What follows belongs to an exercise in optimizing a design on an open flow for small area and a short achievable clock period; a production flow would make more cautious choices. Where RTL was checked, it was by simulation tests only, not by an equivalence proof against the original.

==> trial 6: inputs <==
// musb_mult_accum
module musb_mult_accum #(
  parameter int WIDTH = 32
) (
  input  logic                 clk,
  input  logic                 rst,
  input  logic [WIDTH-1:0]     input_a,
  input  logic [WIDTH-1:0]     input_b,
  input  logic [2*WIDTH-1:0]   accum_in,
  input  logic                 signed_operation,
  input  logic [1:0]           op,
  input  logic                 enable_op,
  input  logic                 stall,
  input  logic                 flush,
  output logic [2*WIDTH-1:0]   mult_result,
  output logic                 active,
  output logic                 ready
);
export LEC_CHECK = 0
export CAP_MARGIN = 20
export CORE_MARGIN = 2
export CORE_UTILIZATION = 40
export SETUP_SLACK_MARGIN = 4.8
export SLEW_MARGIN = 20
export SYNTH_HIERARCHICAL = 1
export SYNTH_MINIMUM_KEEP_SIZE = 0
create_clock -name core_clock -period 8.0 [get_ports {clk}]
run.sh (not shown) runs the stock make flow with config.mk's settings and CLKGATE_MAP_FILE= SYNTH_SCRIPT=/design/flow/synth_recipe.tcl, a recipe that flattens the netlist after the stock synthesis.
==> inputs of trial 9, as changes to trial 6 <==
- SETUP_SLACK_MARGIN: 4.8 -> unset
==> comparison table <==
| quantity | trial 9 | trial 6 |
|---|---|---|
| Clock-cell share of area | 0.03989 | 0.03728 |
| Worst R2R Setup Slack | 4.09 ns | 4.53 ns |
| Final Worst Setup Slack | 4.090 ns | 4.529 ns |
| Result of the run | no timing/DRC/antenna violations | no timing/DRC/antenna violations |
| Layout non-clock buf frac | 0.05552 | 0.09408 |
| Terminus of the critical flop-to-flop path | r2[129] | r2[86] |
| Multi-input logic area | 27,580 µm² | 29,700 µm² |
| M3 GR Usage | 0.08468 | 0.09365 |
| Post-detail-place hpwl | 97,410 µm | 97,340 µm |
| Synth-to-layout area growth | 9.760% | 19.76% |
| Final clock period utilization by the worst path | 0.4888 | 0.4338 |
| Clk Latency, worst-skew pair | 0.69 ns | 0.72 ns |
| Critical path depth in cells | 6 | 7 |
| Achievable Freq | 255.7 MHz | 288.1 MHz |
| Crit path max fanout | 37 | 33 |
| Met1 Routed Length | 59,000 µm | 60,410 µm |
| Signal arrival time at the worst endpoint | 4.34 ns | 3.89 ns |
| RSZ-0062 raised after global routing | false | true |
| Multi-input logic portion of the cell area | 0.5593 | 0.5521 |
| Worst setup path start | r1_neg[16] | r1_a[11] |
| Iteration count of the initial detailed-routing pass | 7 | 6 |


==> v27: inputs <==
Another version of the RTL of musb_mult_accum (not shown whole).
==> flow/config.mk <==
export PLATFORM = sky130hd
export DESIGN_NAME = musb_mult_accum
export DESIGN_NICKNAME = musb_mult_accum
export VERILOG_FILES = /design/flow/design.v
export SDC_FILE = /design/flow/constraint.sdc
export NUM_CORES = 4
export LEC_CHECK = 0
export CAP_MARGIN = 20
export CORE_MARGIN = 2
export CORE_UTILIZATION = 40
export SETUP_SLACK_MARGIN = 4.5
export SLEW_MARGIN = 20
export SYNTH_HIERARCHICAL = 1
export SYNTH_MINIMUM_KEEP_SIZE = 0
export TNS_END_PERCENT = 0
==> flow/constraint.sdc <==
create_clock -name core_clock -period 8.0 [get_ports {clk}]
set_input_delay 1.6000 -clock core_clock [delete_from_list [all_inputs] [get_ports {clk}]]
set_output_delay 1.6000 -clock core_clock [all_outputs]
set_load 0.01 [all_outputs]
==> v37 (differences from v27) <==
--- a/flow/config.mk
+++ b/flow/config.mk
@@ -14,2 +14 @@
 export SYNTH_MINIMUM_KEEP_SIZE = 0
-export TNS_END_PERCENT = 0
==> notes <==
Between v37 and v27, the lower fmax is in v27 (gap about 3.8%, measured against v27). In global-route usage, v27 and v37 hardly differ. In flip-flop and latch count, v27 and v37 do not differ. Clock-buffer cell count is the same in v27 and v37. Sequential share of layout area: v37 is lower than v27 (0.17 points). Via count is about the same in v27 and v37. First-iteration DRC count: v27 is lower than v37 (about 3.4%).
==> figures <==
| metric | v37 | v27 |
|---|---|---|
| Post-CTS Repair Setup Buffers | 3 | 2 |
| Period Utilization, post-route | 0.4346 | 0.4510 |
| Routed length on met1 | 57,350 microns | 56,960 microns |
| WP data arrival | 3860 ps | 3990 ps |
| Register share of the cell area | 0.3056 | 0.3072 |
| Global Route met3 Usage | 0.09418 | 0.09400 |
| Quantity of gates resized following cts | 72 | 3 |
| Setup crit end | r3[61] | r2[109] |
| Buffers & Inverters on Critical Path | 0 | 1 |
| Share of the final layout cell area in multi-input gates | 0.5498 | 0.5497 |
| Run status | no timing/DRC/antenna violations | no timing/DRC/antenna violations |
| Worst hold slack | 418.4 ps | 418.6 ps |
| Startpoint of the worst-slack reg-to-reg timing path | r2[21] | r1_a[24] |
No functional check of the RTL was part of any run of this note.

==> port drivers added, routing unchanged <==
How much do the figures lean on ideal ports? The routed layouts below were timed once more, with nothing changed but the port constraints.
Step 1 (the two cells are an assumption about what drives the block):
set clk [get_ports {clk}]
set_driving_cell -lib_cell sky130_fd_sc_hd__clkbuf_16 $clk
set_driving_cell -lib_cell sky130_fd_sc_hd__buf_2 [delete_from_list [all_inputs] $clk]
Step 2 times the ports against the registers' clock, not the clock port: input delays grow and output delays shrink by t, the midpoint of the rising clock arrivals with the driver on.
Slacks: ideal / step 1 / step 2; pairs: ideal / step 1.
run | shift t [ns] | setup WS [ns] | worst register clock-pin slew, ns | pins driven straight from the clock port
trial 6 | 0.767 | 4.529 / 4.529 / 4.153 | 0.08 / 0.08 | 1
trial 9 | 0.736 | 4.090 / 4.090 / 3.994 | 0.07 / 0.07 | 1
v27 | 0.708 | 4.392 / 4.392 / 3.979 | 0.07 / 0.07 | 1
v37 | 0.711 | 4.523 / 4.523 / 4.076 | 0.06 / 0.06 | 1
After both steps setup and hold are still met in every run listed. The setup slack of v37, which loses most, moves by 0.000 ns with the drivers and by -0.447 ns with both steps.
